Background: an optimization exercise with open tools, aiming at small area and a short achievable clock period. Do not read the settings as production practice.
Where RTL was checked, it was by simulation tests only, not by an equivalence proof against the original.
Function not checked in runs 1, 2 and 4: the RTL went through the layout flow alone.
Power and IR drop assume default switching activity.

**design.v**
```verilog
package st_source_pkg;
   localparam int data_w    = 32;
   localparam int channel_w = 4;
   localparam int idle_w    = 8;
   localparam int lat_w     = 16;
   localparam int txn_depth  = 16;
   localparam int resp_depth = 16;
   localparam int level_w    = 5;
   localparam int addr_w = 4;
   typedef logic [data_w-1:0]    st_data_t;
   typedef logic [channel_w-1:0] st_channel_t;
   typedef logic [idle_w-1:0]    idle_t;
   typedef logic [lat_w-1:0]     latency_t;
   typedef logic [addr_w-1:0]    apb_addr_t;
   localparam apb_addr_t reg_ctrl   = 4'h0;
   localparam apb_addr_t reg_data   = 4'h4;
   localparam apb_addr_t reg_status = 4'h8;
   localparam apb_addr_t reg_resp   = 4'hC;
   localparam int txn_w = idle_w + 2 + channel_w + data_w;
   typedef struct packed {
      idle_t       idles;
      logic        sop;
      logic        eop;
      st_channel_t channel;
      st_data_t    data;
   } st_txn_t;
endpackage
`timescale 1ns/1ps
module st_source (
   input  logic                          clk,
   input  logic                          reset,
   input  logic                          psel,
   input  logic                          penable,
   input  logic                          pwrite,
   input  st_source_pkg::apb_addr_t      paddr,
   input  logic [31:0]                   pwdata,
   output logic [31:0]                   prdata,
   output logic                          pready,
   output logic                          pslverr,
   output logic                          src_valid,
   output st_source_pkg::st_data_t       src_data,
   output st_source_pkg::st_channel_t    src_channel,
   output logic                          src_sop,
   output logic                          src_eop,
   input  logic                          src_ready
);
   localparam int dw = st_source_pkg::data_w;
   localparam int cw = st_source_pkg::channel_w;
   localparam int iw = st_source_pkg::idle_w;
   localparam int lw = st_source_pkg::lat_w;
   localparam int bw = dw + cw + 2;
   logic          setup;
   logic          a_ctrl, a_data, a_status, a_resp;
   logic          sel_ctrl, sel_data, sel_resp;
   logic [17:0]   rdata_q;
   logic          err_q;
   assign setup    = psel && !penable;
   assign a_ctrl   =  pwrite && (paddr == st_source_pkg::reg_ctrl);
   assign a_data   =  pwrite && (paddr == st_source_pkg::reg_data);
   assign a_status = !pwrite && (paddr == st_source_pkg::reg_status);
   assign a_resp   = !pwrite && (paddr == st_source_pkg::reg_resp);
   always_ff @(posedge clk) begin
      sel_ctrl <= setup && a_ctrl;
      sel_data <= setup && a_data;
      sel_resp <= setup && a_resp;
   end
   assign pready  = 1'b1;
   assign prdata  = {14'd0, rdata_q};
   assign pslverr = err_q;
   logic          ctrl_sop, ctrl_eop;
   st_source_pkg::st_channel_t   ctrl_channel;
   st_source_pkg::idle_t         ctrl_idles;
   always_ff @(posedge clk or posedge reset) begin
      if (reset) begin
         ctrl_sop     <= 1'b0;
         ctrl_eop     <= 1'b0;
         ctrl_channel <= '0;
         ctrl_idles   <= '0;
      end else if (sel_ctrl) begin
         ctrl_sop     <= pwdata[0];
         ctrl_eop     <= pwdata[1];
         ctrl_channel <= pwdata[7:4];
         ctrl_idles   <= pwdata[23:16];
      end
   end
   logic [iw+bw-1:0]  tmem [16];
   logic [3:0]        t_wr, t_rd;
   logic [4:0]        t_cnt, t_cnt_n;
   logic              t_push, t_pop;
   logic [iw+bw-1:0]  t_head;
   assign t_push = sel_data && !t_cnt[4];
   assign t_head = tmem[t_rd];
   always_comb begin
      t_cnt_n = t_cnt;
      if (t_push && !t_pop)      t_cnt_n = t_cnt + 1'b1;
      else if (t_pop && !t_push) t_cnt_n = t_cnt - 1'b1;
   end
   always_ff @(posedge clk) begin
      if (t_push) begin
         tmem[t_wr] <= {ctrl_idles, ctrl_sop, ctrl_eop, ctrl_channel, pwdata};
      end
   end
   always_ff @(posedge clk or posedge reset) begin
      if (reset) begin
         t_wr  <= '0;
         t_rd  <= '0;
         t_cnt <= '0;
      end else begin
         if (t_push) t_wr <= t_wr + 1'b1;
         if (t_pop)  t_rd <= t_rd + 1'b1;
         t_cnt <= t_cnt_n;
      end
   end
   logic [bw-1:0]  beat_q;
   logic           valid_q, valid_n;
   logic           counting, counting_n;
   logic [iw-1:0]  idle_cnt;
   logic           head_iz;
   logic           last_idle;
   logic           accept;
   assign accept    = valid_q && src_ready;
   assign head_iz   = (t_head[bw +: iw] == '0);
   assign last_idle = (idle_cnt == iw'(1));
   assign t_pop     = (t_cnt != '0) && !counting && (!valid_q || src_ready);
   always_comb begin
      if (t_pop) begin
         valid_n    = head_iz;
         counting_n = !head_iz;
      end else if (counting) begin
         valid_n    = last_idle;
         counting_n = !last_idle;
      end else begin
         valid_n    = valid_q && !src_ready;
         counting_n = 1'b0;
      end
   end
   always_ff @(posedge clk) begin
      if (t_pop) begin
         beat_q <= t_head[bw-1:0];
      end
   end
   always_ff @(posedge clk) begin
      if (t_pop) begin
         idle_cnt <= t_head[bw +: iw];
      end else begin
         idle_cnt <= idle_cnt - 1'b1;
      end
   end
   always_ff @(posedge clk or posedge reset) begin
      if (reset) begin
         valid_q  <= 1'b0;
         counting <= 1'b0;
      end else begin
         valid_q  <= valid_n;
         counting <= counting_n;
      end
   end
   assign src_valid   = valid_q;
   assign src_data    = {dw{valid_q}} & beat_q[dw-1:0];
   assign src_channel = {cw{valid_q}} & beat_q[dw +: cw];
   assign src_eop     = valid_q && beat_q[dw+cw];
   assign src_sop     = valid_q && beat_q[dw+cw+1];
   logic [lw-1:0]  stall_cnt;
   always_ff @(posedge clk) begin
      if (valid_q && !src_ready) begin
         stall_cnt <= (stall_cnt == '1) ? stall_cnt : stall_cnt + 1'b1;
      end else begin
         stall_cnt <= '0;
      end
   end
   logic [lw-1:0]  rmem [15];
   logic [lw-1:0]  r_head, r_head_n;
   logic [3:0]     r_wr, r_rd;
   logic [4:0]     r_cnt, r_cnt_n;
   logic           r_ne, r_ne_n;
   logic           r_push, r_pop;
   logic           to_head, to_mem, from_mem;
   logic           ovf_q, ovf_n;
   assign r_push   = accept && !r_cnt[4];
   assign r_pop    = sel_resp && r_ne;
   assign to_head  = r_push && ((r_cnt == 5'd0) || ((r_cnt == 5'd1) && r_pop));
   assign to_mem   = r_push && !to_head;
   assign from_mem = r_pop && (r_cnt > 5'd1);
   assign ovf_n    = ovf_q || (accept && r_cnt[4]);
   always_comb begin
      r_cnt_n = r_cnt;
      r_ne_n  = r_ne;
      if (r_push && !r_pop) begin
         r_cnt_n = r_cnt + 1'b1;
         r_ne_n  = 1'b1;
      end else if (r_pop && !r_push) begin
         r_cnt_n = r_cnt - 1'b1;
         r_ne_n  = (r_cnt != 5'd1);
      end
      if (from_mem)     r_head_n = rmem[r_rd];
      else if (to_head) r_head_n = stall_cnt;
      else              r_head_n = r_head;
   end
   always_ff @(posedge clk) begin
      if (to_mem) begin
         rmem[r_wr] <= stall_cnt;
      end
      r_head <= r_head_n;
   end
   always_ff @(posedge clk or posedge reset) begin
      if (reset) begin
         r_wr  <= '0;
         r_rd  <= '0;
         r_cnt <= '0;
         r_ne  <= 1'b0;
         ovf_q <= 1'b0;
      end else begin
         if (to_mem)   r_wr <= (r_wr == 4'd14) ? 4'd0 : r_wr + 1'b1;
         if (from_mem) r_rd <= (r_rd == 4'd14) ? 4'd0 : r_rd + 1'b1;
         r_cnt <= r_cnt_n;
         r_ne  <= r_ne_n;
         ovf_q <= ovf_n;
      end
   end
   logic complete_n;
   assign complete_n = (t_cnt_n == '0) && !valid_n && !counting_n;
   always_ff @(posedge clk) begin
      rdata_q <= '0;
      if (setup && a_status) begin
         rdata_q <= {ovf_n, complete_n, 3'd0, r_cnt_n, 3'd0, t_cnt_n};
      end else if (setup && a_resp && r_ne_n) begin
         rdata_q <= {2'd0, r_head_n};
      end
      err_q <= setup && ((a_data && t_cnt_n[4]) || (a_resp && !r_ne_n));
   end
endmodule
```
**run.sh**
```bash
#!/bin/bash
# synth_recipe.tcl (not shown) runs the flow's synth.tcl, then flattens the netlist and writes it again
# the make line also repeats each setting of config.mk as NAME=value (left out here)
make -C /OpenROAD-flow-scripts/flow DESIGN_CONFIG=/design/flow/config.mk WORK_HOME=/design/flow/orfs CLKGATE_MAP_FILE= SYNTH_SCRIPT=/design/flow/synth_recipe.tcl finish
```
**config.mk**
```make
export PLATFORM = sky130hd
export DESIGN_NAME = st_source
export DESIGN_NICKNAME = st_source
export VERILOG_FILES = /design/flow/design.v
export SDC_FILE = /design/flow/constraint.sdc
export NUM_CORES = 4
export LEC_CHECK = 0
export CAP_MARGIN = 20
export CORE_MARGIN = 2
export CORE_UTILIZATION = 40
export SLEW_MARGIN = 20
```
**constraint.sdc**
```tcl
create_clock -name core_clock -period 5.0 [get_ports {clk}]
set_input_delay 1.0000 -clock core_clock [delete_from_list [all_inputs] [get_ports {clk}]]
set_output_delay 1.0000 -clock core_clock [all_outputs]
set_load 0.01 [all_outputs]
```
==> summary.txt, run 1 <==
- Worst path arrival time: approximately 2600 ps
- Clock H-tree levels: 3
- Final Skew: 59.6 ps
- Post-CTS Setup Inserts: 0
- M2 GR Usage: 28.3%
- Clk root buf: clkbuf_16
- Post-CTS Hold Buffers: 0
- Setup TNS: 0 ps
- Routed WL: 95100 µm
- Net Switching: a little under 0.004 W
- Post-synth EDFFs: 1014
- HP Class: reg -> reg
- Synth cell types: 62
- Crit start category: flop
- Drt first-iter violations: 1869
- Dpl hpwl: roughly 53000 µm
- Pwr Density: between 300 and 400 nW/µm²
- # placed instances: about 3.5k
- Share of cells above drive strength 1: about a quarter
- Largest net degree at the start of global routing: between 60 and 70
- Pre-antenna DRT Iters: 5
- Clk pwr share: 43.7%
- DRC viols: 0
- Port Buffers: 99
- Gp weighted congestion: 0.775
- # fillers: approximately 8.7k
- Clk slew on worst S/H paths: around 60 ps
- Hold Vio Cnt, Final: 0
- Via count of the first global-routing pass: ~21k
- Global route total overflow: 0
- Clk buf depth: 3
- Final setup vio count: 0
- Slew at the pin with the worst max-slew slack: 1090 ps
- Setup WS post-layout: 1420 ps
- CTS tree: built
- First-pass GRT wire length: roughly 140000 µm
- Pwr Total: 0.0192 W
- Antenna violations before repair: 3
- Area growth, synth to finish: 16.0%
- RSZ-0062 raised after global routing: false
- Ys flop type: edfxtp_1
- Async set-reset flop share out of synthesis: around 4%
- Seq/Total Area, Yosys: 76.4%
- Relative slew slack: a little over a quarter
- Busiest grt layer: met2
- Routed via count: 20.4k
- Synthesis warning total: 1
- Number of I/O pins: ~120
- Flops & latches, synth: ~1.1k
- Fin crit share: a little over 70%
- Crit Path Class: reg -> out
- Final ANT Viol Nets: 0
- CP Capture Type: output pin
- Leak pwr: 16.4 nW
- Sequential power share: a little over half
- GR Util met3: 2.74%
- Clock buffer count from CTS: between 100 and 150
- Critical Path Fanout Max: 38
- Clock sink total: 1120
- Combinational Power Share: 2.0%
- Max-Cap Viols: 0
- Die W: about 330 µm
- Non-filler cells, final: approximately 3.7k
- F_max: 279 MHz
- Routing usage on met1: around a quarter
- Slew Limit Fails: 0
- GRT Overall Usage: between 10% and 20%
- Synthesized area: around 43000 µm²
- Status: complete, no violations
- Die Ht: approximately 330 µm
- Post_cts resized: 0
- Vias per std cell: around 5.5
- Initial Util: 40.2%
- Peak supply drop: ~0.31 mV
- Syn Area/Cell: roughly 21 µm²
- Die area: 110000 µm²
- Wire per inst: roughly 26 µm
- Row count: 120
- Internal power: about 0.015 W
- Period minus WS final: 3580 ps
- Syn Inst Count: slightly above 2k
- Pre-CTS setup slack: ~1100 ps
- Post-layout nets: about 2.3k
- Core ar.: 107000 µm²
- Clock Latency Late Sink: around 700 ps
- CP required: 4000 ps
- Switching share of power: roughly a fifth
==> path summary, 6_finish.rpt <==
kind                       startpoint           to  slack (ps)  cells past startpoint
min in group asynchronous       reset      t_rd[0]         850                      2
max reg2reg                  t_cnt[4]   tmem[4][6]        1670                      4
max                           valid_q  src_data[5]        1420                      3
min reg2reg                     ovf_q        ovf_q         470                      1
max in group asynchronous       reset      t_rd[2]        3380                      3
min                             ovf_q        ovf_q         470                      1
==> layout by cell type (no fill, tap or decap), types with 9 or more instances in the layout <==
cell type	netlist	final
a211oi_1	9	9
a21oi_1	22	22
and2_1	41	41
buf_4	19	69
bufinv_16	0	11
clkbuf_1	56	24
clkbuf_16	0	112
clkbuf_8	0	13
clkdlybuf4s50_1	0	99
clkinv_1	2	17
clkinv_2	0	18
conb_1	2	15
dfrtp_1	44	37
dfxtp_1	62	61
edfxtp_1	1014	1014
ha_1	14	14
inv_1	16	15
mux2_2	25	25
mux2i_1	27	27
mux4_2	287	287
nand2_1	62	62
nand3_1	12	12
nor2_1	74	62
nor2_4	0	12
nor3_2	0	9
o21ai_0	34	34
xnor2_1	22	22
==> critical path: stages, from the launching register on <==
cell and delay [ps]:
dfrtp_2 460, buf_4 510, and2_1 350, clkdlybuf4s50_1 590
==> final cells by class <==
cell class	count	area (µm²)	share of cell area, %
Tap cell	1403	1760	3.53
Multi-Input combinational cell	773	9740	19.6
Timing Repair Buffer	174	1660	3.33
Sequential cell	1120	32800	65.9
Clock inverter	60	673	1.35
Antenna cell	2	5.00	0.0101
Clock buffer	149	3070	6.17
Inverter	18	67.6	0.136
==> synth_stat cells (3+ instances only) <==
library cell	number	area [µm²]
o31ai_1	4	30.0
nand4_1	3	18.8
o211ai_1	7	52.6
a22oi_1	8	60.1
edfxtp_1	1014	30400
dfrtp_1	44	1100
buf_2	29	145
clkbuf_1	56	210
a21o_1	3	22.5
mux4_2	287	6460
a211oi_1	9	67.6
a221oi_1	3	26.3
inv_1	16	60.1
nand2b_1	7	43.8
o2bb2ai_1	6	52.6
ha_1	14	175
xor2_1	7	61.3
nor2b_1	5	31.3
or4_1	7	52.6
dfxtp_1	62	1240
mux2i_1	27	270
maj3_1	4	40.0
nand2_1	62	233
o21ai_0	34	170
nor2_1	74	278
a21oi_1	22	110
buf_4	19	143
a22o_1	3	26.3
mux2_2	25	282
nand3_1	12	60.1
nor4b_1	5	43.8
nor3_1	17	85.1
and2_1	41	257
buf_1	7	26.3
xnor2_1	22	193
nor4_1	8	50.1
or3_1	4	25.0
==> metrics by stage <==
stage                     utilization (%)  cell area [µm²]  hold slack [ps]
final                                46.6            49800              469
after detailed placement             43.1            46000              442
after floorplan                         -            43000              426
after global placement               43.0            45900              440
after global routing                 46.6            49800              485
after CTS                            46.6            49700              465
==> sequential cells by signal, indices dropped and copies added (netlist names), 5 cells and up <==
register and cells:
rmem 240, r_head 16, rdata_q 18, idle_cnt 8, ctrl_idles 8, tmem 736
t_cnt 5, r_cnt 5, beat_q 38, stall_cnt 16
==> power groups by stage <==
| stage | clock network, W | registers [W] | logic, W |
|---|---|---|---|
| 6_report | 0.00839 | 0.0104 | 0.000379 |
| 5_1_grt | 0.00891 | 0.0104 | 0.000412 |
| 4_1_cts | 0.00856 | 0.0104 | 0.000381 |
| 3_5_place_dp | 0 | 0.0106 | 0.000380 |
| 3_3_place_gp | 0 | 0.0106 | 0.000360 |
| 2_1_floorplan | 0 | 0.0105 | 0.000279 |
==> metal layers <==
layer  up-vias  share of wire [%]  wire length, µm
met2       658                 50            47300
met3       128                5.7             5410
li1       8655                  -                -
met1     11000                 43            40700
met5         -              0.024               23
met4         4                1.8             1680
==> logic make-up after synthesis <==
| family | Yosys count | synth area share, % |
|---|---|---|
| compound gates | 118 | 1.80 |
| xor+xnor | 29 | 0.592 |
| fa+ha+maj | 18 | 0.501 |
| buf+inv | 131 | 1.43 |
| flops | 1120 | 76.4 |
| mux | 339 | 16.3 |
| other cells | 2 | 0.0175 |
| simple gates | 254 | 2.94 |
==> run 2, diff against run 1 <==
--- a/config.mk
+++ b/config.mk
@@ -9,3 +9,4 @@
 export CORE_MARGIN = 2
 export CORE_UTILIZATION = 40
+export SETUP_SLACK_MARGIN = 2.5
 export SLEW_MARGIN = 20
==> run 2 against run 1 <==
Against the previous run: still clean; sequential share of layout area down 2.2 points; combinational power up 28%; global-route usage up 1.0 points; design area up 3.6%; critical path type unchanged; critical endpoint is now src_data[30]; highest routed layer unchanged.
==> summary.txt, run 2 <==
- Die Ht: about 330 µm
- Syn Inst Count: between 2k and 2.5k
- Core ar.: 107000 µm²
- Die W: approximately 330 µm
- GRT Overall Usage: 18.2%
- Initial Util: about two fifths
- CP Capture Type: output pin
- Relative slew slack: a little over 30%
- Critical Path Fanout Max: 5
- Area fraction of the dominant cell type after synthesis: 70.9%
- Synthesized area: between 40000 and 50000 µm²
- Max-Cap Viols: 0
- Syn Area/Cell: approximately 21 µm²
- Clock sink total: 1120
- Worst hold slack: about 460 ps
- Clk buf depth: 3
- Clock H-tree levels: 3
- Synth cell count leaders: edfxtp_1, mux4_2, nor2_1
- Antenna violations before repair: 3
- Seq/Total Area, Yosys: about three quarters
- Setup TNS: 0 ps
- # fillers: ~8.6k
- DRC viols: 0
- Leak pwr: around 17 nW
- Routed via count: between 20k and 25k
- Finished Core Util: 48.3%
- RSZ-0062 raised after global routing: true
- Most frequent cells in the layout: edfxtp_1, mux4_2, clkbuf_16
- Top-count cell post-synth: edfxtp_1
- Clk root buf: clkbuf_16
- Area growth, synth to finish: 20.1%
- Slew Limit Fails: 0
- Async set-reset flop share out of synthesis: 3.93%
- Period minus WS final: about 2800 ps
- Post-CTS Hold Buffers: 0
- Reg with most FFs: tmem
- Dpl hpwl: 54300 µm
- Die area: approximately 110000 µm²
- Via count of the first global-routing pass: around 21k
- Vias per std cell: 5.57
- CTS tree: built
- Clk slew on worst S/H paths: 60 ps
- Synthesis warning total: 1
- Clock Latency Late Sink: around 700 ps
- Row count: 120
- Global route total overflow: 0
- Final Skew: about 70 ps
- Pwr Density: around 380 nW/µm²
- Post-synth EDFFs: just over 1k
- HP Class: reg -> reg
- F_max: around 350 MHz
- Wire per inst: approximately 27 µm
- Slew at the pin with the worst max-slew slack: about 1000 ps
- Number of I/O pins: 115
- Final setup vio count: 0
- Port Buffers: 99
- Drt first-iter violations: approximately 2.2k
- Flops & latches, synth: about 1.1k
- Fin crit share: between 50 and 60%
- Largest regs: tmem x736, rmem x240, beat_q x38
- Commonest non-fill, non-tap cell in the layout: edfxtp_1
- Hold Vio Cnt, Final: 0
- Largest net degree at the start of global routing: 61
- Pre-antenna DRT Iters: 5
- CP required: about 4000 ps
- Largest cells by area after synthesis: edfxtp_1, mux4_2, dfxtp_1
- Worst path arrival time: 1820 ps
- First-pass GRT wire length: approximately 150000 µm
- Status: complete, no violations
- Post-layout nets: 2321
- Max reg flops: between 700 and 800
- Reg-to-reg slack, setup: approximately 2500 ps
- Crit Path Class: reg -> out
- Synth cell types: 62
- Final ANT Viol Nets: 0
- Ys flop type: edfxtp_1
- Leading area contributor after synthesis: edfxtp_1
- # placed instances: between 3k and 4k
- Crit start category: flop
- Non-filler cells, final: between 3k and 4k
- Share of cells above drive strength 1: between 30 and 40%
- Clock buffer count from CTS: ~110
- Peak supply drop: 0.296 mV
- Routed WL: roughly 100000 µm
- Gp weighted congestion: 0.795
-- run 2: what timing repair did --
item / CTS / global route
endpoints found under the setup margin: 870 / 215
setup buffers: 55 / 7
pin swaps: 21 / 3
resized for setup: 277 / 79
hold endpoints to repair: 0 / 0
gates cloned: 11 / 6
-- run 2: logic make-up after synthesis --
group                    Yosys count  synth area share, %
flip-flops                      1120                 76.4
multiplexers                     339                 16.3
AND/OR/NAND/NOR                  254                 2.94
buffers and inverters            131                 1.43
AO/OA/AOI/OAI                    118                 1.80
XOR/XNOR                          29                0.592
adder cells (fa/ha/maj)           18                0.501
other                              2               0.0175
-- run 2: power by group --
group / leakage [nW] / switching [W] / internal (W)
Combinational: 4.48 / 0.000274 / 0.000211
Clock: 1.87 / 0.00352 / 0.00512
Sequential: 10.9 / 0.000109 / 0.0103
Total: 17.2 / 0.00390 / 0.0156
-- run 2: per-stage QoR --
| step | cell area, µm² | setup slack [ps] | total power (W) |
|---|---|---|---|
| 2_1_floorplan | 43300 | 2250 | 0.0108 |
| 3_3_place_gp | 46100 | 1170 | 0.0110 |
| 3_5_place_dp | 46200 | 1140 | 0.0110 |
| 4_1_cts | 51000 | 2140 | 0.0197 |
| 5_1_grt | 51600 | 2130 | 0.0201 |
| 6_report | 51600 | 2180 | 0.0195 |
-- run 2: layer usage --
layer	track usage, %	wire length, µm	vias to the layer above
met3	2.98	5950	136
met5	0	12	-
met2	29.6	49900	690
li1	-	-	8798
met4	4.98	2200	2
met1	25.6	43900	11300
-- run 2: critical path: stages, from the launching register on --
cell and delay [ps]:
dfrtp_4 570, buf_12 190, clkbuf_16 160, and2_4 140, buf_6 110
-- run 2: final cells by class --
type	instances	area [µm²]	share of cell area (%)
clock buffers	140	2990	5.80
flip-flops and latches	1120	32800	63.7
multi-input cells	780	10200	19.8
inverters	18	72.6	0.141
repair buffers	233	2860	5.54
clock inverters	68	842	1.63
well taps	1403	1760	3.40
diodes	1	2.50	0.00485
-- run 2: final timing paths --
path / end / start / cells after the start
setup reg to reg: counting / t_rd[0] / 7
max in group asynchronous: valid_q / reset / 3
setup / recovery: src_data[30] / valid_q / 4
hold / removal: ovf_q / ovf_q / 1
hold reg to reg: ovf_q / ovf_q / 1
min in group asynchronous: r_rd[0] / reset / 2
==> run 3, diff against run 2 <==
--- a/design.v
+++ b/design.v
@@ -52,7 +52,6 @@
    logic          setup;
    logic          a_ctrl, a_data, a_status, a_resp;
-   logic          sel_ctrl, sel_data, sel_resp;
+   logic          sel_ctrl, sel_data, sel_resp, sel_status;
    logic [17:0]   rdata_q;
-   logic          err_q;
    assign setup    = psel && !penable;
    assign a_ctrl   =  pwrite && (paddr == st_source_pkg::reg_ctrl);
@@ -66,6 +65,4 @@
    end
    assign pready  = 1'b1;
-   assign prdata  = {14'd0, rdata_q};
-   assign pslverr = err_q;
    logic          ctrl_sop, ctrl_eop;
    st_source_pkg::st_channel_t   ctrl_channel;
@@ -156,9 +153,16 @@
       end
    end
+   logic [bw-1:0]  port_q;
+   logic [bw-1:0]  beat_n;
+   assign beat_n = t_pop ? t_head[bw-1:0] : beat_q;
+   always_ff @(posedge clk or posedge reset) begin
+      if (reset) port_q <= '0;
+      else       port_q <= {bw{valid_n}} & beat_n;
+   end
    assign src_valid   = valid_q;
-   assign src_data    = {dw{valid_q}} & beat_q[dw-1:0];
-   assign src_channel = {cw{valid_q}} & beat_q[dw +: cw];
-   assign src_eop     = valid_q && beat_q[dw+cw];
-   assign src_sop     = valid_q && beat_q[dw+cw+1];
+   assign src_data    = port_q[dw-1:0];
+   assign src_channel = port_q[dw +: cw];
+   assign src_eop     = port_q[dw+cw];
+   assign src_sop     = port_q[dw+cw+1];
    logic [lw-1:0]  stall_cnt;
    always_ff @(posedge clk) begin
@@ -219,13 +223,27 @@
    end
    logic complete_n;
+   logic complete_q;
+   logic err_data_q;
    assign complete_n = (t_cnt_n == '0) && !valid_n && !counting_n;
-   always_ff @(posedge clk) begin
-      rdata_q <= '0;
-      if (setup && a_status) begin
-         rdata_q <= {ovf_n, complete_n, 3'd0, r_cnt_n, 3'd0, t_cnt_n};
-      end else if (setup && a_resp && r_ne_n) begin
-         rdata_q <= {2'd0, r_head_n};
-      end
-      err_q <= setup && ((a_data && t_cnt_n[4]) || (a_resp && !r_ne_n));
-   end
+   always_ff @(posedge clk or posedge reset) begin
+      if (reset) begin
+         rdata_q    <= '0;
+         err_data_q <= 1'b0;
+         complete_q <= 1'b1;
+      end else begin
+         rdata_q <= '0;
+         if (setup && a_status) begin
+            rdata_q <= {ovf_n, 1'b0, 3'd0, r_cnt_n, 3'd0, t_cnt_n};
+         end else if (setup && a_resp && r_ne_n) begin
+            rdata_q <= {2'd0, r_head_n};
+         end
+         err_data_q <= setup && a_data && t_cnt_n[4];
+         complete_q <= complete_n;
+      end
+   end
+   always_ff @(posedge clk) begin
+      sel_status <= setup && a_status;
+   end
+   assign prdata  = {14'd0, rdata_q[17], sel_status && complete_q, rdata_q[15:0]};
+   assign pslverr = err_data_q || (sel_resp && !r_ne);
 endmodule
==> run 3 against run 2 <==
Against the previous run: sequential power rose by 8%; critical path depth rose by 7; combinational power rose to 11 times the previous value; register-to-register slack got worse by 250 ps; cell count rose by 7.8%; design area rose by 2.7%; hold slack got worse by 58 ps; global-route usage rose by 0.30 points; synthesized area rose by 2.9%; die area rose by 2.9%; sequential share of layout area fell by 0.38 points; largest cell class unchanged; highest routed layer unchanged.
==> summary.txt, run 3 <==
- Number of I/O pins: around 120
- Slew Limit Fails: 0
- Setup TNS: 0 ps
- Leak pwr: around 18 nW
- Final setup vio count: 0
- Antenna violations before repair: 4
- Initial Util: around 40%
- Slew at the pin with the worst max-slew slack: roughly 1000 ps
- Delay of the slowest cell on the worst path: between 400 and 500 ps
- Hold Vio Cnt, Final: 0
- Clk root buf: clkbuf_16
- Most frequent cells in the layout: edfxtp_1, mux4_2, nand2_1
- Cell mode on critical path: buf_12
- Non-filler cells, final: around 4k
- Port Buffers: 99
- Max-Cap Viols: 0
- Clk slew on worst S/H paths: approximately 60 ps
- Crit start category: flop
- # placed instances: 3734
- Synth Area in XOR/XNOR: less than 1%
- Worst path arrival time: around 3300 ps
- Status: complete, no violations
- Largest net degree at the start of global routing: 82
- Post-layout nets: 2534
- CTS tree: built
- Relative slew slack: roughly a third
- CP Capture Type: flop
- GRT Overall Usage: 18.5%
- Crit-path slowest cell: dfrtp_4
- Post-synth EDFFs: a little under 1k
- Final Skew: between 90 and 100 ps
- Family with the most delay on the worst path: buffers and inverters
- # fillers: 8810
- Ys flop type: edfxtp_1
- Reg-to-reg slack, setup: roughly 2300 ps
- Die W: between 300 and 400 µm
- Leading area contributor after synthesis: edfxtp_1
- Fin crit share: approximately 54%
- Seq/Total Area, Yosys: approximately 76%
- HP Class: reg -> reg
- Clock H-tree levels: 3
- Reg-to-Reg End: port_q[32]
- Critical Path Fanout Max: 7
- Syn Area/Cell: between 15 and 20 µm²
- Vias per std cell: about 5.5
- Worst hold path depth: 2
- CP required: between 5000 and 6000 ps
- Worst hold slack: between 400 and 500 ps
- Period minus WS final: about 2700 ps
- Clock sink total: between 1k and 1.5k
- Clock buffer count from CTS: around 120
- Pre-antenna DRT Iters: 7
- Max reg flops: about 740
- Routed via count: between 20k and 25k
- Worst path cell trace: buf_12 > buf_8 > buf_12 > mux4_2 > a22oi_2 > nand3_2 > nor4_4 > nand2_4 > buf_12 > buf_16 > o21ai_2
- Mux share of post-synthesis cell area: 15.8%
- RSZ-0062 raised after global routing: true
- Row count: about 120
- Hold endpoint: port_q[3]
- Reg with most FFs: tmem
- Gp weighted congestion: 0.772
- Synthesis warning total: 1
- Async set-reset flop share out of synthesis: slightly below 9%
- Hold path startpoint: beat_q[3]
- Final ANT Viol Nets: 0
- Syn Inst Count: around 2.2k
- Largest regs: tmem x736, rmem x240
- Wire per inst: 26.3 µm
- Crit Path Class: reg -> reg
- Synth cell count leaders: edfxtp_1, mux4_2, nand2_1
- First-pass GRT wire length: about 150000 µm
- Worst Path Buf+Inv: 5
- Peak supply drop: 0.367 mV
- Via count of the first global-routing pass: approximately 23k
- Largest family of logic cells by synthesized area: multiplexers
- Commonest non-fill, non-tap cell in the layout: edfxtp_1
- Adder-cell share of the synthesized area: less than 1%
- Core ar.: 109000 µm²
- Die Ht: about 340 µm
- DRC viols: 0
- Die area: between 100000 and 150000 µm²
- F_max: ~370 MHz
- Share of cells above drive strength 1: between 20 and 30%
- Synth Area in Simple Gates: ~3.9%
- Synthesized area: 44200 µm²
- Global route total overflow: 0
- Synth cell types: 53
- Post-CTS Hold Buffers: 0
- Routed WL: 107000 µm
- Reg-to-reg startpoint: t_rd[0]
- Pwr Density: between 400 and 500 nW/µm²
- Flops & latches, synth: around 1.2k
- Area fraction of the dominant cell type after synthesis: 66.3%
- R2R cell count: 11
- Clock Latency Late Sink: 740 ps
- Clk buf depth: 3
- Dpl hpwl: ~55000 µm
- Largest cells by area after synthesis: edfxtp_1, mux4_2, dfrtp_1
- Drt first-iter violations: slightly below 2k
- Top-count cell post-synth: edfxtp_1
- Synth Area in Compound Gates: ~1.9%
- Area growth, synth to finish: 19.8%
## run 3: final cells by class
type,count,area [µm²],area share (%)
clock buffer,159,3260,6.16
timing repair buffer,255,2940,5.56
inverter,13,52.6,0.0992
multi-input combinational,934,10600,20.0
clock inverter,61,728,1.38
antenna,1,2.50,0.00473
tap,1476,1850,3.49
sequential,1159,33500,63.3
## run 3: power breakdown
part / total (W) / internal (W) / switching, W
logic: 0.00552 / 0.00291 / 0.00261
registers: 0.0112 / 0.0108 / 0.000376
clock network: 0.00887 / 0.00517 / 0.00370
total: 0.0256 / 0.0189 / 0.00668
## run 3: cell families (layout without fill, tap and decap cells)
logic type | after synthesis | count (layout)
compound gates | 142 | 142
xor+xnor | 32 | 32
fa+ha+maj | 15 | 15
buf+inv | 136 | 488
flops | 1159 | 1159
mux | 347 | 347
other cells | 2 | 16
simple gates | 381 | 383
## run 3: worst reg2reg max path, cell delays in order (launching register included)
cell and delay [ps]:
dfrtp_4 490, buf_12 140, buf_8 130, buf_12 130, mux4_2 430, a22oi_2 210
nand3_2 140, nor4_4 370, nand2_4 180, buf_12 180, buf_16 150, o21ai_2 110
## run 3: worst max-delay path by stage
| stage | startpoint | end | slack [ps] | cells after the start |
|---|---|---|---|---|
| after floorplan | src_ready | rmem[10][0] | 1940 | 4 |
| after global placement | src_ready | rmem[0][15] | 1380 | 6 |
| after detailed placement | t_rd[0] | port_q[25] | 1300 | 8 |
| after CTS | t_cnt[4] | tmem[13][4] | 2020 | 5 |
| after global routing | t_rd[0] | port_q[33] | 2210 | 11 |
| final | t_rd[0] | port_q[32] | 2280 | 11 |
## run 3: metal layers
| metal | track usage, % | vias to the layer above | part of all wire, % |
|---|---|---|---|
| met5 | 0 | - | 0.027 |
| met4 | 6.09 | 4 | 3.1 |
| met3 | 2.81 | 187 | 6.1 |
| met2 | 31.2 | 784 | 50 |
| met1 | 24.7 | 11800 | 40 |
| li1 | - | 9394 | - |
## run 3: what timing repair did
| action | 4_1_cts | 5_1_grt |
|---|---|---|
| pin swaps | 18 | 12 |
| setup buffers | 33 | 53 |
| resized for setup | 159 | 68 |
| gates cloned | 6 | 11 |
| endpoints found under the setup margin | 747 | 612 |
## run 3: per-stage QoR
stage / worst slack, ps / total power (W) / area, µm² / utilization (%)
3_3_place_gp: 1380 / 0.0158 / 47100 / 43.2
2_1_floorplan: 1940 / 0.0148 / 44400 / -
3_5_place_dp: 1300 / 0.0159 / 47100 / 43.2
6_report: 2280 / 0.0256 / 53000 / 48.5
4_1_cts: 2020 / 0.0254 / 52100 / 47.7
5_1_grt: 2210 / 0.0265 / 53000 / 48.5
==> run 4, diff against run 3 <==
--- a/design.v
+++ b/design.v
@@ -93,7 +93,20 @@
       else if (t_pop && !t_push) t_cnt_n = t_cnt - 1'b1;
    end
-   always_ff @(posedge clk) begin
-      if (t_push) begin
-         tmem[t_wr] <= {ctrl_idles, ctrl_sop, ctrl_eop, ctrl_channel, pwdata};
+   logic [15:0]       wsel, wsel_n;
+   logic [3:0]        t_wr_n;
+   assign t_wr_n = t_push ? t_wr + 1'b1 : t_wr;
+   always_comb begin
+      wsel_n = '0;
+      wsel_n[t_wr_n] = !t_cnt_n[4];
+   end
+   always_ff @(posedge clk or posedge reset) begin
+      if (reset) wsel <= 16'd1;
+      else       wsel <= wsel_n;
+   end
+   always_ff @(posedge clk) begin
+      for (int i = 0; i < 16; i++) begin
+         if (sel_data && wsel[i]) begin
+            tmem[i] <= {ctrl_idles, ctrl_sop, ctrl_eop, ctrl_channel, pwdata};
+         end
       end
    end
@@ -104,5 +117,5 @@
          t_cnt <= '0;
       end else begin
-         if (t_push) t_wr <= t_wr + 1'b1;
+         t_wr  <= t_wr_n;
          if (t_pop)  t_rd <= t_rd + 1'b1;
          t_cnt <= t_cnt_n;
@@ -201,7 +214,22 @@
       else              r_head_n = r_head;
    end
-   always_ff @(posedge clk) begin
-      if (to_mem) begin
-         rmem[r_wr] <= stall_cnt;
+   logic [15:0]    rwsel, rwsel_n;
+   logic [3:0]     r_wr_n;
+   logic           r_pop_n;
+   assign r_wr_n  = !to_mem ? r_wr : (r_wr == 4'd14) ? 4'd0 : r_wr + 1'b1;
+   assign r_pop_n = setup && a_resp && r_ne_n;
+   always_comb begin
+      rwsel_n = '0;
+      rwsel_n[r_wr_n] = valid_n && !r_cnt_n[4] && (r_cnt_n != 5'd0) && !((r_cnt_n == 5'd1) && r_pop_n);
+   end
+   always_ff @(posedge clk or posedge reset) begin
+      if (reset) rwsel <= '0;
+      else       rwsel <= rwsel_n;
+   end
+   always_ff @(posedge clk) begin
+      for (int i = 0; i < 15; i++) begin
+         if (src_ready && rwsel[i]) begin
+            rmem[i] <= stall_cnt;
+         end
       end
       r_head <= r_head_n;
@@ -215,5 +243,5 @@
          ovf_q <= 1'b0;
       end else begin
-         if (to_mem)   r_wr <= (r_wr == 4'd14) ? 4'd0 : r_wr + 1'b1;
+         r_wr  <= r_wr_n;
          if (from_mem) r_rd <= (r_rd == 4'd14) ? 4'd0 : r_rd + 1'b1;
          r_cnt <= r_cnt_n;
==> run 4 against run 3 <==
Against the previous run: count of clock-buffer cells in the layout increased by 2; design area up 3.3%; combinational power is about 90% lower; hold slack gained 40 ps; sequential power is essentially flat; first-iteration DRC count increased by 90%; core utilization rose by 1.1 points; clock power about the same; sequential cell count up 31; synthesized cell count up 24%; non-clock buffer count grew 116; maximum frequency is 9.9% lower.
==> summary.txt, run 4 <==
- Leading area contributor after synthesis: edfxtp_1
- Number of I/O pins: about 120
- Final ANT Viol Nets: 0
- Worst hold slack: around 440 ps
- F_max: roughly 330 MHz
- Via count of the first global-routing pass: between 20k and 30k
- Antenna violations before repair: 10
- Global route total overflow: 0
- Setup TNS: 0 ps
- Period minus WS final: 3030 ps
- Reg with most FFs: tmem
- Core ar.: between 100000 and 150000 µm²
- Routed WL: about 140000 µm
- Vias per std cell: approximately 5.9
- Largest regs: tmem x736, rmem x240
- Placed Area: ~47000 µm²
- CTS tree: built
- Pwr Density: ~370 nW/µm²
- Synth cell count leaders: edfxtp_1, a22oi_1, nand2_1
- Relative slew slack: between 20% and 30%
- Top-count cell post-synth: edfxtp_1
- Hold path startpoint: beat_q[34]
- Synthesized area: roughly 44000 µm²
- CP required: 5640 ps
- Die area: 113000 µm²
- # fillers: slightly above 9k
- Worst path cell trace: inv_4 > ha_4 > buf_4 > buf_4 > nor3_4 > nand2_4 > nor2_1 > a31oi_4 > nor4_4 > a41oi_4 > buf_6 > buf_4 > buf_12 > nor2_4
- Register area: roughly 34000 µm²
- GRT Overall Usage: roughly a quarter
- CP Capture Type: flop
- Largest cells by area after synthesis: edfxtp_1, dfrtp_1, a22oi_1
- Finished layout cell area: between 50000 and 60000 µm²
- Hold Vio Cnt, Final: 0
- Pre-antenna DRT Iters: 8
- Syn Area/Cell: roughly 16 µm²
- Syn Inst Count: roughly 2.7k
- Commonest non-fill, non-tap cell in the layout: edfxtp_1
- Delay of the slowest cell on the worst path: about 430 ps
- Worst path arrival time: 3670 ps
- Area growth, synth to finish: 23.4%
- Clock Latency Late Sink: about 730 ps
- Cell mode on critical path: buf_4
- Clock sink total: around 1.2k
- Clk buf depth: 3
- Synthesis warning total: 3
- Gp weighted congestion: between 0.8 and 0.9
- DRC viols: 0
- First-pass GRT wire length: ~190000 µm
- R2R cell count: 14
- Post-synth EDFFs: slightly below 1k
- Ys flop type: edfxtp_1
- Fin crit share: between 60 and 70%
- Final Skew: about 35 ps
- Seq/Total Area, Yosys: 77.3%
- RSZ-0062 raised after global routing: true
- Peak supply drop: approximately 0.32 mV
- Crit Path Class: reg -> reg
- Clock H-tree levels: 3
- Final setup vio count: 0
- Slew Limit Fails: 0
- Die Ht: approximately 340 µm
- Clk root buf: clkbuf_16
- Max-Cap Viols: 0
- Wire per inst: ~30 µm
- Share of cells above drive strength 1: 24.8%
- Die W: 337 µm
- Crit-path slowest cell: dfrtp_2
- Clk slew on worst S/H paths: approximately 60 ps
- Dpl hpwl: slightly below 70000 µm
- Family with the most delay on the worst path: simple AND/OR/NAND/NOR gates
- Crit start category: flop
- Area of the multi-input gates: 10600 µm²
- HP Class: reg -> reg
- Clock buffer count from CTS: ~110
- Hold endpoint: beat_q[34]
- Status: complete, no violations
- Critical Path Fanout Max: 17
- Initial Util: a little over 40%
- Reg-to-reg startpoint: t_rd[1]
- Reg-to-reg slack, setup: 1970 ps
- Worst hold path depth: 2
- Area fraction of the dominant cell type after synthesis: about two thirds
- Row count: about 120
- Max reg flops: between 700 and 800
- Largest net degree at the start of global routing: 97
- Leak pwr: ~19 nW
- Worst Path Buf+Inv: 6
- Slew at the pin with the worst max-slew slack: between 1000 and 1500 ps
- Most frequent cells in the layout: edfxtp_1, a22oi_1, buf_4
- Post-layout nets: between 3k and 4k
- Synth cell types: just over 80
- Flops & latches, synth: ~1.2k
- Port Buffers: 99
- Reg-to-Reg End: port_q[20]
- Drt first-iter violations: between 3k and 4k
- Async set-reset flop share out of synthesis: between 10% and 20%
- Routed via count: ~28k
==> run 4: cell count changes after synthesis, sizes merged, moves of 40 or more <==
cell | previous run | this run
a22o | 11 | 71
o21ai | 87 | 47
a22oi | 8 | 262
a21oi | 8 | 58
nor2 | 43 | 99
a221oi | 0 | 54
nand2 | 217 | 172
nand3 | 31 | 78
mux4 | 280 | 0
==> run 4: routing by layer <==
layer  vias to the layer above  routed length, µm  track usage (%)
met5                         -                 89                0
met4                        14               4740             7.73
met3                       312              12000             4.40
met2                      1487              65500             38.1
met1                     14200              54600             31.6
li1                      11500                  -                -
==> run 4: cells by family (layout without fill, tap and decap cells) <==
group                    count (synthesis)  after routing  share of synthesized area [%]
AO/OA/AOI/OAI                          634            634                           10.8
XOR/XNOR                                35             35                          0.692
adder cells (fa/ha/maj)                 17             17                          0.469
buffers and inverters                  213            621                           2.28
flip-flops                            1190           1190                           77.3
multiplexers                            54             54                           1.27
other                                    2             17                         0.0169
AND/OR/NAND/NOR                        596            601                           7.17
==> run 4: power by group <==
| part | leakage [nW] | switching [W] | internal, W |
|---|---|---|---|
| clock | 1.88 | 0.00377 | 0.00508 |
| sequential | 11.9 | 0.000112 | 0.0108 |
| combinational | 5.67 | 0.000322 | 0.000208 |
| total | 19.4 | 0.00420 | 0.0161 |
==> run 4: what timing repair did <==
item | 4_1_cts | 5_1_grt
cloned | 13 | 7
resized for setup | 279 | 190
hold buffers | 0 | 0
pin swaps | 63 | 90
endpoints found under the setup margin | 314 | 222
buffers inserted | 100 | 58
==> run 4: final cells by class <==
type / count / area share, %
antenna: 2 / 0.00915
clock inverter: 56 / 1.22
timing repair buffer: 371 / 7.02
inverter: 33 / 0.281
tap: 1488 / 3.40
clock buffer: 161 / 5.83
multi-input combinational: 1356 / 19.5
sequential: 1190 / 62.8
==> run 4: worst max path at each step <==
stage,end,cells past startpoint,from
finish,port_q[20],14,t_rd[1]
CTS,rwsel[3],12,t_rd[1]
detailed placement,rwsel[3],13,src_ready
floorplan,rwsel[11],14,src_ready
global route,port_q[28],14,t_rd[1]
global placement,rwsel[3],13,src_ready
==> run 4: through the flow <==
stage                     total power [W]  cells  utilization, %  setup slack (ps)
after detailed placement           0.0116   4259            43.0               719
after global placement             0.0115   4259            43.0               911
after global routing               0.0208   4655            49.6              1890
after floorplan                    0.0113   2754               -              1850
final                              0.0203   4657            49.6              1970
after CTS                          0.0203   4589            48.3              2060
==> run 4: worst min-delay path, delay by kind of cell, from the launching register on <==
kind            cells  cell delay [ps]
compound gates      1               50
flops               1              310
simple gates        1               50

## separate check: timing with driven ports
The flow's constraints put no driver on any port. The routed layouts listed below were extracted and timed again, unchanged, in two steps.
Step 1: set_driving_cell puts a clkbuf_16 on clk and a buf_2 on each other input, an assumption about the parent block.
Step 2 moves the port delays by t, midway between the first and last clock arrival at a register: inputs arrive t later, outputs are due t later. That takes back most of the time a late clock gives input paths.
a / b / c = ideal / step 1 / step 2; a / b = the first two.
run | shift t [ns] | setup slack, ns | hold WS [ns] | worst setup path at the end
run 1 | 0.736 | 1.417 / 1.351 / 1.085 | 0.469 / 0.469 / 0.469 | input to register
run 2 | 0.744 | 2.177 / 2.107 / 1.931 | 0.459 / 0.459 / 0.459 | input to register
run 3 | 0.756 | 2.275 / 2.275 / 1.979 | 0.401 / 0.401 / 0.401 | input to register
run 4 | 0.780 | 1.974 / 1.974 / 1.323 | 0.441 / 0.441 / 0.441 | input to register
After both steps setup and hold are still met in every run listed. The setup slack of run 4, which loses most, moves by 0.000 ns with the drivers and by -0.651 ns with both steps.
